This design comes from an exercise in tuning for small area and a short achievable clock period on the open sky130 flow, not from production work. RTL that was checked went through simulation tests only; none was proved equivalent to the original. Power is estimated from default activity; no workload was simulated.

## bumpy_core
module bumpy_core (
	input wire logic clk,
	input wire logic resetN,
	input wire logic start_of_frame,
	input wire motion_pkg::keys_t keys,
	input wire logic die,
	input wire logic restart,
	input wire geom_pkg::tile_map_t tile_map,
	input wire geom_pkg::tile_coord_t teleport_target,
	output geom_pkg::pixel_t offset_x,
	output geom_pkg::pixel_t offset_y,
	output motion_pkg::move_state_e state
);
	function automatic logic [31:0] pre_and(input logic [31:0] x);
		logic [31:0] p;
		p = x;
		for (int l = 0; l < 5; l++)
			for (int i = 0; i < 32; i++)
				if (((i >> l) & 1) != 0)
					p[i] = p[i] & p[((i >> l) << l) - 1];
		pre_and = {p[30:0], 1'b1};
	endfunction
	localparam logic [2:0] S_RESET = 3'd0;
	localparam logic [2:0] S_IDLE = 3'd1;
	localparam logic [2:0] S_LEFT = 3'd2;
	localparam logic [2:0] S_RIGHT = 3'd3;
	localparam logic [2:0] S_DOWN = 3'd4;
	localparam logic [2:0] S_UP = 3'd5;
	localparam logic [2:0] S_DIE = 3'd6;
	localparam logic [28:0] RST_PX = 29'd192;    
	localparam logic [30:0] RST_PY = 31'd8960;   
	localparam logic [30:0] LIM_Y = 31'd1376;
	logic [2:0] st;
	logic [2:0] cc;
	logic sxn, sxp, syn, syp, sx_nz;
	logic [28:0] px;    
	logic [30:0] py;    
	logic [28:0] jx;    
	logic [30:0] jyl;   
	assign state = motion_pkg::move_state_e'(st);
	assign offset_x = px[13:3];
	assign offset_y = py[15:5];
	logic c_step, c_tele, c_free, c_bl, c_br;
	assign c_step = cc[0] & cc[1];
	assign c_tele = cc[0] & cc[2];
	assign c_free = cc[0] & ~cc[1] & ~cc[2];
	assign c_bl = ~cc[0] & cc[2];
	assign c_br = ~cc[0] & cc[1];
	logic [2:0] st_n;
	always_comb begin
		st_n = st;
		if (die)
			st_n = S_DIE;
		else if (st == S_RESET)
			st_n = S_IDLE;
		else if (st == S_DIE) begin
			if (restart)
				st_n = S_RESET;
		end
		else if (keys.up)
			st_n = c_free ? S_UP : S_IDLE;
		else if (keys.down)
			st_n = S_DOWN;
		else if (keys.left)
  ...
export LEC_CHECK = 0
export CAP_MARGIN = 20
export CORE_MARGIN = 2
export CORE_UTILIZATION = 45
export SETUP_SLACK_MARGIN = 2.5
export SLEW_MARGIN = 20
create_clock -name core_clock -period 6.0 [get_ports {clk}]
standard.sh (not shown) runs the stock make flow with config.mk's settings and CLKGATE_MAP_FILE= SYNTH_SCRIPT=/design/flow/synth_recipe.tcl, a recipe that flattens the netlist after the stock synthesis.
==> flow/flow/run.sh <==
#!/bin/bash
export BUFFER_PORTS_ARGS="-buffer_cell sky130_fd_sc_hd__buf_1"
bash standard.sh > standard.log 2>&1
Then changed:
--- a/flow/design.v
+++ b/flow/design.v
@@ -124,23 +124,23 @@
 		else
 			st_n = S_IDLE;
 	end
 	logic dir_r;
 	always_ff @(posedge clk or negedge resetN) begin
 		if (!resetN) begin
 			st <= S_RESET;
 			dir_r <= 1'b0;
 		end
 		else if (start_of_frame) begin
 			st <= st_n;
-			dir_r <= (st_n == S_RIGHT);
+			dir_r <= st_n[0];
 		end
 	end
 	logic [159:0] tm;
 	assign tm = tile_map;
 	logic signed [19:0] cx, cy;
 	logic [5:0] mx, my;
 	assign cx = px[28:9];
 	assign mx = px[8:3];
 	assign cy = py[30:11];
 	assign my = py[10:5];
 	logic inc_f, dec_l, inc_r, inc_rf, inc_rs;
Core utilization barely changes.
Clock-buffer cell count stays the same.
Routed wire length climbs slightly.
Global-route usage went down by 0.90 points.
Setup slack is better by 0.058 ns.
Via count barely changes.
Area after synthesis rose slightly.
Non-clock buffer count drops by 9.
Only the layout flow was run in the first run of this note; the RTL was not checked for function there.

== run A ==
bumpy_core, a different RTL version from the one above (not shown whole).
Size: ~130 flip-flops, ~13000 um^2 of cells after synthesis.
Settings: LEC_CHECK=0, CAP_MARGIN=20, CORE_MARGIN=2, CORE_UTILIZATION=40, CTS_BUF_LIST=sky130_fd_sc_hd__clkbuf_8, SETUP_SLACK_MARGIN=2.7, SLEW_MARGIN=20; clock period 6.0 ns.
Scripts as last shown in full above: flow/flow/run.sh
diff inputs: run A => run B
--- a/flow/design.v
+++ b/flow/design.v
@@ -131,15 +131,15 @@
 	always_ff @(posedge clk or negedge resetN) begin
 		if (!resetN) begin
 			st <= S_RESET;
 			dir_r <= 1'b0;
 		end
 		else if (start_of_frame) begin
 			st <= st_n;
-			dir_r <= (st_n == S_RIGHT);
+			dir_r <= st_n[0];
 		end
 	end
 	logic [159:0] tm;
 	assign tm = tile_map;
 	logic signed [19:0] cx, cy;
 	logic [5:0] mx, my;
 	assign cx = px[28:9];
==> comparison <==
Comparing run A and run B, the higher share of cell area taken by multi-input logic gates was measured on run A. Of run A and run B, run B shows the lower multi-input combinational cell count, with run A above it. Summary of run B over run A: count of buffers not belonging to the clock network in the layout saw an increase; initial cell density of the core has decreased. Switching power as a share of total power in run B is 5.0 points above run A. | area growth from synthesis to layout | run B vs run A | 0.86 points higher |. Of the two candidates, run A has the worse clock period minus final worst setup slack and run B the better one. Run B reports its critical path launch point as st[0]$_DFFE_PN0P_ while run A reports py[9]$_DFFE_PN1P_.
The RTL of run A was laid out without a check of its function.

v6:
Another version of the RTL of bumpy_core (not shown whole).
Size: ~1,500 cells after synthesis, ~200 I/O pins.
==> flow/config.mk <==
export PLATFORM = sky130hd
export DESIGN_NAME = bumpy_core
export DESIGN_NICKNAME = bumpy_core
export VERILOG_FILES = /design/flow/design.v
export SDC_FILE = /design/flow/constraint.sdc
export NUM_CORES = 4
export LEC_CHECK = 0
export CAP_MARGIN = 20
export CORE_MARGIN = 2
export CORE_UTILIZATION = 45
export SETUP_SLACK_MARGIN = 2.5
export SLEW_MARGIN = 20
==> flow/constraint.sdc <==
create_clock -name core_clock -period 6.0 [get_ports {clk}]
set_input_delay 1.2000 -clock core_clock [delete_from_list [all_inputs] [get_ports {clk}]]
set_output_delay 1.2000 -clock core_clock [all_outputs]
set_load 0.01 [all_outputs]
Scripts as last shown in full above: flow/flow/run.sh
Every stage of the flow completed for v6, and the final layout passed the timing, DRC and antenna checks.
## Diff of input files: v7 against v6
--- a/flow/design.v
+++ b/flow/design.v
@@ -132,77 +132,61 @@
 	logic signed [19:0] cx, cy;
 	logic [5:0] mx, my;
 	assign cx = px[28:9];
 	assign mx = px[8:3];
 	assign cy = py[30:11];
 	assign my = py[10:5];
+	logic [11:0] dcx;   
+	logic [8:0] dcy;    
+	always_comb begin
+		for (int k = -1; k <= 10; k++)
+			dcx[k + 1] = (cx == 20'(k));
+		for (int k = -1; k <= 7; k++)
+			dcy[k + 1] = (cy == 20'(k));
+	end
 	logic inc_f, dec_l, inc_r, inc_rf, inc_rs;
 	assign inc_f = (mx >= 6'd56);
 	assign dec_l = (mx == 6'd0);
 	assign inc_r = (mx >= 6'd48);
 	assign inc_rf = (my >= 6'd48);
 	assign inc_rs = (my >= 6'd56);
-	logic [3:0] cf4, cl4, cr4;
-	logic [2:0] rf3, rs3;
-	assign cf4 = cx[3:0] + {3'd0, inc_f};
-	assign cl4 = cx[3:0] - {3'd0, dec_l};
-	assign cr4 = cx[3:0] + {3'd0, inc_r};
-	assign rf3 = cy[2:0] + {2'd0, inc_rf};
-	assign rs3 = cy[2:0] + {2'd0, inc_rs};
-	logic cx_in, cx_m1, cx_10, cy_in, cy_m1;
-	logic in_cf, in_cl, in_cr, in_rf, in_rs;
-	assign cx_in = (cx[19:4] == 16'd0) && (cx[3:0] <= 4'd9);
-	assign cx_m1 = (cx == -20'sd1);
-	assign cx_10 = (cx == 20'sd10);
-	assign cy_in = (cy[19:3] == 17'd0);
-	assign cy_m1 = (cy == -20'sd1);
-	assign in_cf = (cx_in && !(cx[3:0] == 4'd9 && inc_f)) || (cx_m1 && inc_f);
-	assign in_cl = (cx_in && !(cx[3:0] == 4'd0 && dec_l)) || (cx_10 && dec_l);
-	assign in_cr = (cx_in && !(cx[3:0] == 4'd9 && inc_r)) || (cx_m1 && inc_r);
-	assign in_rf = (cy_in && !(cy[2:0] == 3'd7 && inc_rf)) || (cy_m1 && inc_rf);
-	assign in_rs = (cy_in && !(cy[2:0] == 3'd7 && inc_rs)) || (cy_m1 && inc_rs);
 	logic [9:0] col_f, col_l, col_r;
 	logic [7:0] row_f, row_s;
 	always_comb begin
 		for (int k = 0; k < 10; k++) begin
-			col_f[k] = (cf4 == 4'(k));
-			col_l[k] = (cl4 == 4'(k));
-			col_r[k] = (cr4 == 4'(k));
+			col_f[k] = inc_f ? dcx[k] : dcx[k + 1];
+			col_l[k] = dec_l ? dcx[k + 2] : dcx[k + 1];
+			col_r[k] = inc_r ? dcx[k] : dcx[k + 1];
 		end
 		for (int k = 0; k < 8; k++) begin
-			row_f[k] = (rf3 == 3'(k));
-			row_s[k] = (rs3 == 3'(k));
+			row_f[k] = inc_rf ? dcy[k] : dcy[k + 1];
+			row_s[k] = inc_rs ? dcy[k] : dcy[k + 1];
 		end
 	end
 	logic [1:0] rsel_f [10];
 	logic rsel_s [10];
-	logic [1:0] kfs;
-	logic lbs, rbs;
+	logic [1:0] kf;
+	logic lb, rb;
 	always_comb begin
 		for (int c = 0; c < 10; c++) begin
 			rsel_f[c] = 2'b00;
 			rsel_s[c] = 1'b0;
 			for (int r = 0; r < 8; r++) begin
 				rsel_f[c] = rsel_f[c] | ({2{row_f[r]}} & tm[2 * (r * 10 + c) +: 2]);
 				rsel_s[c] = rsel_s[c] | (row_s[r] & tm[2 * (r * 10 + c)] & tm[2 * (r * 10 + c) + 1]);
 			end
 		end
-		kfs = 2'b00;
-		lbs = 1'b0;
-		rbs = 1'b0;
+		kf = {2{~(|col_f) | ~(|row_f)}};
+		lb = ~(|col_l) | ~(|row_s);
+		rb = ~(|col_r) | ~(|row_s);
 		for (int c = 0; c < 10; c++) begin
-			kfs = kfs | ({2{col_f[c]}} & rsel_f[c]);
-			lbs = lbs | (col_l[c] & rsel_s[c]);
-			rbs = rbs | (col_r[c] & rsel_s[c]);
+			kf = kf | ({2{col_f[c]}} & rsel_f[c]);
+			lb = lb | (col_l[c] & rsel_s[c]);
+			rb = rb | (col_r[c] & rsel_s[c]);
 		end
 	end
-	logic [1:0] kf;
-	logic lb, rb;
-	assign kf = kfs | {2{~(in_cf & in_rf)}};
-	assign lb = lbs | ~(in_cl & in_rs);
-	assign rb = rbs | ~(in_cr & in_rs);
 	logic [2:0] cc_n;
 	assign cc_n = (kf != 2'd3) ? {kf, 1'b1} : {lb, ~lb & rb, 1'b0};
 	always_ff @(posedge clk or negedge resetN) begin
 		if (!resetN)
 			cc <= 3'b000;
 		else
Results
| die area | v7 vs v6 | worse |
v7 and v6 ended up with roughly the same number of primary I/O pins.
Taking v6 as the reference, in v7 count of clock-net buffers in the final layout dropped 4; share of the synthesized netlist area taken by xor and xnor gates went down by 0.65 points; share of synthesized area occupied by flip-flops and latches fell by 0.94 points; combinational power went down by 17%; number of rows created at floorplan went up.
v7 ended with less non-clock inverter count in the final layout than v6.
Total power, v6 and v7: higher on v6
Maximum frequency: v7 > v6
A master of the slowest instance on the critical path of dfrtp_2 is what v7 shows, while fa_1 belongs to v6.
On v7: synthesized cell count is 12% higher than what v6 gave.
Detailed-route wire length deteriorates in v7 relative to v6.
Changes observed in v7 relative to v6: number of iterations in the first detailed-routing pass rose 2, minimum period implied by the final worst setup slack fell by 0.021 ns.
No functional check of the RTL was part of any run of this note.

RTL: one of the versions met above, not the one the previous note started from.
For scale: ~1,500 cells after synthesis, about 130 flip-flops.
Settings: LEC_CHECK=0, CAP_MARGIN=20, CORE_MARGIN=2, CORE_UTILIZATION=45, CTS_BUF_LIST=sky130_fd_sc_hd__clkbuf_8, SETUP_SLACK_MARGIN=2.65, SLEW_MARGIN=20; clock period 6.0 ns.
Scripts as last shown in full above: flow/flow/run.sh
The starting point completed with no timing, DRC or antenna violations.
Change:
--- a/flow/design.v
+++ b/flow/design.v
@@ -127,23 +127,23 @@
 		else
 			st_n = S_IDLE;
 	end
 	logic dir_r;
 	always_ff @(posedge clk or negedge resetN) begin
 		if (!resetN) begin
 			st <= S_RESET;
 			dir_r <= 1'b0;
 		end
 		else if (start_of_frame) begin
 			st <= st_n;
-			dir_r <= st_n[0];
+			dir_r <= (st_n == S_RIGHT);
 		end
 	end
 	logic [159:0] tm;
 	assign tm = tile_map;
 	logic signed [19:0] cx, cy;
 	logic [5:0] mx, my;
 	assign cx = px[28:9];
 	assign mx = px[8:3];
 	assign cy = py[30:11];
 	assign my = py[10:5];
 	logic inc_f, dec_l, inc_r, inc_rf, inc_rs;
The new run went through all stages and came out clean.
Area after synthesis rises by 1.0%.
Total power falls by 34%.
Sequential share of layout area is about the same.
Global-route usage falls by 2.6 points.
Via count rises by 2.3%.
Synthesized cell count rises by 3.5%.
First-iteration DRC count rises by 22%.
Design area rises by 0.82%.
Core utilization rises by 0.14 points.
Die area rises by 1.0%.
Wire length falls by 7.0%.
Worst setup slack improves by 27 ps.
Clock skew is about the same.
For the second run of this note, only the layout was checked, not whether the RTL still works.

bumpy_core, a different RTL version from the one above (not shown whole).
For scale: ~1500 cells after synthesis, roughly 130 flip-flops, about 200 I/O pins, roughly 13000 µm² of cells after synthesis.
clock: 6.0 ns
lec_check: 0
cap_margin: 20
core_margin: 2
core_utilization: 50
cts_buf_list: sky130_fd_sc_hd__clkbuf_8
setup_slack_margin: 2.5
slew_margin: 20
Scripts as last shown in full above: flow/flow/run.sh
Then changed:
--- a/flow/design.v
+++ b/flow/design.v
@@ -62,23 +62,16 @@
 	input wire logic die,
 	input wire logic restart,
 	input wire geom_pkg::tile_map_t tile_map,
 	input wire geom_pkg::tile_coord_t teleport_target,
 	output geom_pkg::pixel_t offset_x,
 	output geom_pkg::pixel_t offset_y,
 	output motion_pkg::move_state_e state
 );
-	function automatic logic [31:0] pre_and_r(input logic [31:0] x);
-		logic [31:0] p;
-		p = x;
-		for (int i = 1; i < 32; i++)
-			p[i] = p[i] & p[i - 1];
-		pre_and_r = {p[30:0], 1'b1};
-	endfunction
 	function automatic logic [31:0] pre_and(input logic [31:0] x);
 		logic [31:0] p;
 		p = x;
 		for (int l = 0; l < 5; l++)
 			for (int i = 0; i < 32; i++)
 				if (((i >> l) & 1) != 0)
 					p[i] = p[i] & p[((i >> l) << l) - 1];
 		pre_and = {p[30:0], 1'b1};
@@ -89,33 +82,34 @@
 	localparam logic [2:0] S_RIGHT = 3'd3;
 	localparam logic [2:0] S_DOWN = 3'd4;
 	localparam logic [2:0] S_UP = 3'd5;
 	localparam logic [2:0] S_DIE = 3'd6;
 	localparam logic [28:0] RST_PX = 29'd192;    
 	localparam logic [30:0] RST_PY = 31'd8960;   
 	localparam logic [30:0] LIM_Y = 31'd1376;
 	logic [2:0] st;
-	logic [2:0] cc;
+	logic [1:0] nk;
+	logic lbr, rbr;
 	logic sxn, syn, syp, sx_nz;    
 	logic sxp;
 	assign sxp = sx_nz & ~sxn;
 	logic [28:0] px;    
 	logic [30:0] py;    
 	logic [28:0] jx;    
 	logic [30:0] jyl;   
 	assign state = motion_pkg::move_state_e'(st);
 	assign offset_x = px[13:3];
 	assign offset_y = py[15:5];
 	logic c_step, c_tele, c_free, c_bl, c_br;
-	assign c_step = cc[0] & cc[1];
-	assign c_tele = cc[0] & cc[2];
-	assign c_free = cc[0] & ~cc[1] & ~cc[2];
-	assign c_bl = ~cc[0] & cc[2];
-	assign c_br = ~cc[0] & cc[1];
+	assign c_step = nk == 2'b10;
+	assign c_tele = nk == 2'b01;
+	assign c_free = nk == 2'b11;
+	assign c_bl = (nk == 2'b00) & lbr;
+	assign c_br = (nk == 2'b00) & ~lbr & rbr;
 	logic [2:0] st_n;
 	always_comb begin
 		st_n = st;
 		if (die)
 			st_n = S_DIE;
 		else if (st == S_RESET)
 			st_n = S_IDLE;
 		else if (st == S_DIE) begin
@@ -207,23 +201,27 @@
 	assign kfs = {m10(f1, cf4), m10(f0, cf4)};
 	assign lbs = m10(bs, cl4);
 	assign rbs = m10(bs, cr4);
 	logic [1:0] kf;
 	logic lb, rb;
 	assign kf = kfs | {2{~(in_cf & in_rf)}};
 	assign lb = lbs | ~(in_cl & in_rs);
 	assign rb = rbs | ~(in_cr & in_rs);
-	logic [2:0] cc_n;
-	assign cc_n = (kf != 2'd3) ? {kf, 1'b1} : {lb, ~lb & rb, 1'b0};
 	always_ff @(posedge clk or negedge resetN) begin
-		if (!resetN)
-			cc <= 3'b000;
-		else
-			cc <= cc_n;
+		if (!resetN) begin
+			nk <= 2'b00;
+			lbr <= 1'b0;
+			rbr <= 1'b0;
+		end
+		else begin
+			nk <= ~kf;
+			lbr <= lb;
+			rbr <= rb;
+		end
 	end
 	logic lt_y;
 	assign lt_y = signed'(py) < signed'(jyl);
 	logic signed [10:0] qx;
 	always_comb begin
 		case ({dir_r, sx_nz})
 			2'b00: qx = 11'sd513;
 			2'b01: qx = 11'sd498;
@@ -326,38 +324,36 @@
 	end
 	always_ff @(posedge clk or negedge resetN) begin
 		if (!resetN)
 			jyl <= -LIM_Y;
 		else if (jump)
 			jyl <= jyn;
 	end
 	logic [28:0] tx;
-	logic [31:0] tl1, tl0, tu1, tu0;
-	assign tl1 = pre_and_r({28'hfffffff, px[3:0]});
-	assign tl0 = pre_and_r({28'hfffffff, ~px[3:0]});
-	assign tu1 = pre_and_r({7'h7f, px[28:4]});
-	assign tu0 = pre_and_r({7'h7f, ~px[28:4]});
+	logic [31:0] tl1, tl0, tu;
+	assign tl1 = pre_and({28'hfffffff, px[3:0]});
+	assign tl0 = pre_and({28'hfffffff, ~px[3:0]});
+	assign tu = pre_and({7'h7f, px[28:4] ^ {25{sxn}}});
 	always_comb begin
 		for (int i = 0; i < 4; i++)
 			tx[i] = ~sxn ? tl0[i] : tl1[i];
 		for (int i = 4; i < 29; i++)
-			tx[i] = ~sxn ? ~tl0[4] & tu1[i - 4] : ~tl1[4] & tu0[i - 4];
+			tx[i] = (sxn ? ~tl1[4] : ~tl0[4]) & tu[i - 4];
 	end
 	logic [30:0] ty;
 	logic [7:0] lyp, lym;
 	assign lyp = {1'b0, py[6:0]} + 8'd75;
 	assign lym = {1'b0, py[6:0]} - 8'd75;
-	logic [31:0] ty1, ty0;
-	assign ty1 = pre_and_r({8'hff, py[30:7]});
-	assign ty0 = pre_and_r({8'hff, ~py[30:7]});
+	logic [31:0] tyu;
+	assign tyu = pre_and({8'hff, py[30:7] ^ {24{syn}}});
 	always_comb begin
 		ty[6:0] = (syp ? lyp[6:0] : lym[6:0]) ^ py[6:0];
 		for (int i = 7; i < 31; i++)
-			ty[i] = syp ? lyp[7] & ty1[i - 7] : lym[7] & ty0[i - 7];
+			ty[i] = (syn ? lym[7] : lyp[7]) & tyu[i - 7];
 	end
 	always_ff @(posedge clk or negedge resetN) begin
 		if (!resetN) begin
 			px <= RST_PX;
 			py <= RST_PY;
 		end
 		else if (c_tele) begin
 			px <= {16'd0, teleport_target.col, 9'd192};
=> The new run passed the timing, DRC and antenna checks; via count rose by a few percent; setup slack is better by 0.11 ns; clock-buffer cell count does not change; clock power went up by a few percent; global-route usage went down by 0.42 points; non-clock buffer count is lower by 27.
Function not checked in the first run of this note: the RTL went through the layout flow alone.

afterwards: timing with drivers on the ports:
In the flow no input, the clock included, has a driving cell. The finished layouts below were timed again as built, in two steps.
Step 1 sets driving cells, clkbuf_16 on the clock port and buf_2 on the other inputs (assumed; they add their load-dependent delay and slew).
Step 2 moves the port delays by t, midway between the first and last clock arrival at a register: inputs arrive t later, outputs are due t later. That takes back most of the time a late clock gives input paths.
Slacks: no drivers / after step 1 / after step 2; pairs: no drivers / after step 1.
| run | shift t [ns] | setup WS [ns] | clock arrival spread, ns | pins driven straight from the clock port |
|---|---|---|---|---|
| the first run of note 1 | 0.483 | 2.588 / 2.588 / 2.588 | 0.015 / 0.015 | 1 |
| the second run of note 1 | 0.474 | 2.646 / 2.646 / 2.595 | 0.016 / 0.016 | 1 |
| run A | 0.495 | 2.815 / 2.815 / 2.520 | 0.013 / 0.013 | 1 |
| run B | 0.505 | 2.832 / 2.832 / 2.431 | 0.016 / 0.016 | 1 |
| v6 | 0.479 | 2.439 / 2.439 / 2.439 | 0.013 / 0.014 | 1 |
| v7 | 0.490 | 2.460 / 2.460 / 2.190 | 0.014 / 0.014 | 1 |
| the first run of note 4 | 0.515 | 2.753 / 2.753 / 2.411 | 0.020 / 0.020 | 1 |
| the second run of note 4 | 0.511 | 2.780 / 2.780 / 2.311 | 0.019 / 0.018 | 1 |
| the first run of note 5 | 0.493 | 2.548 / 2.548 / 2.548 | 0.021 / 0.021 | 1 |
| the second run of note 5 | 0.489 | 2.662 / 2.662 / 2.662 | 0.021 / 0.020 | 1 |
After both steps every run listed still meets setup and hold. For the second run of note 4, which loses most, drivers alone change the setup slack by 0.000 ns; drivers and shift together by -0.469 ns.
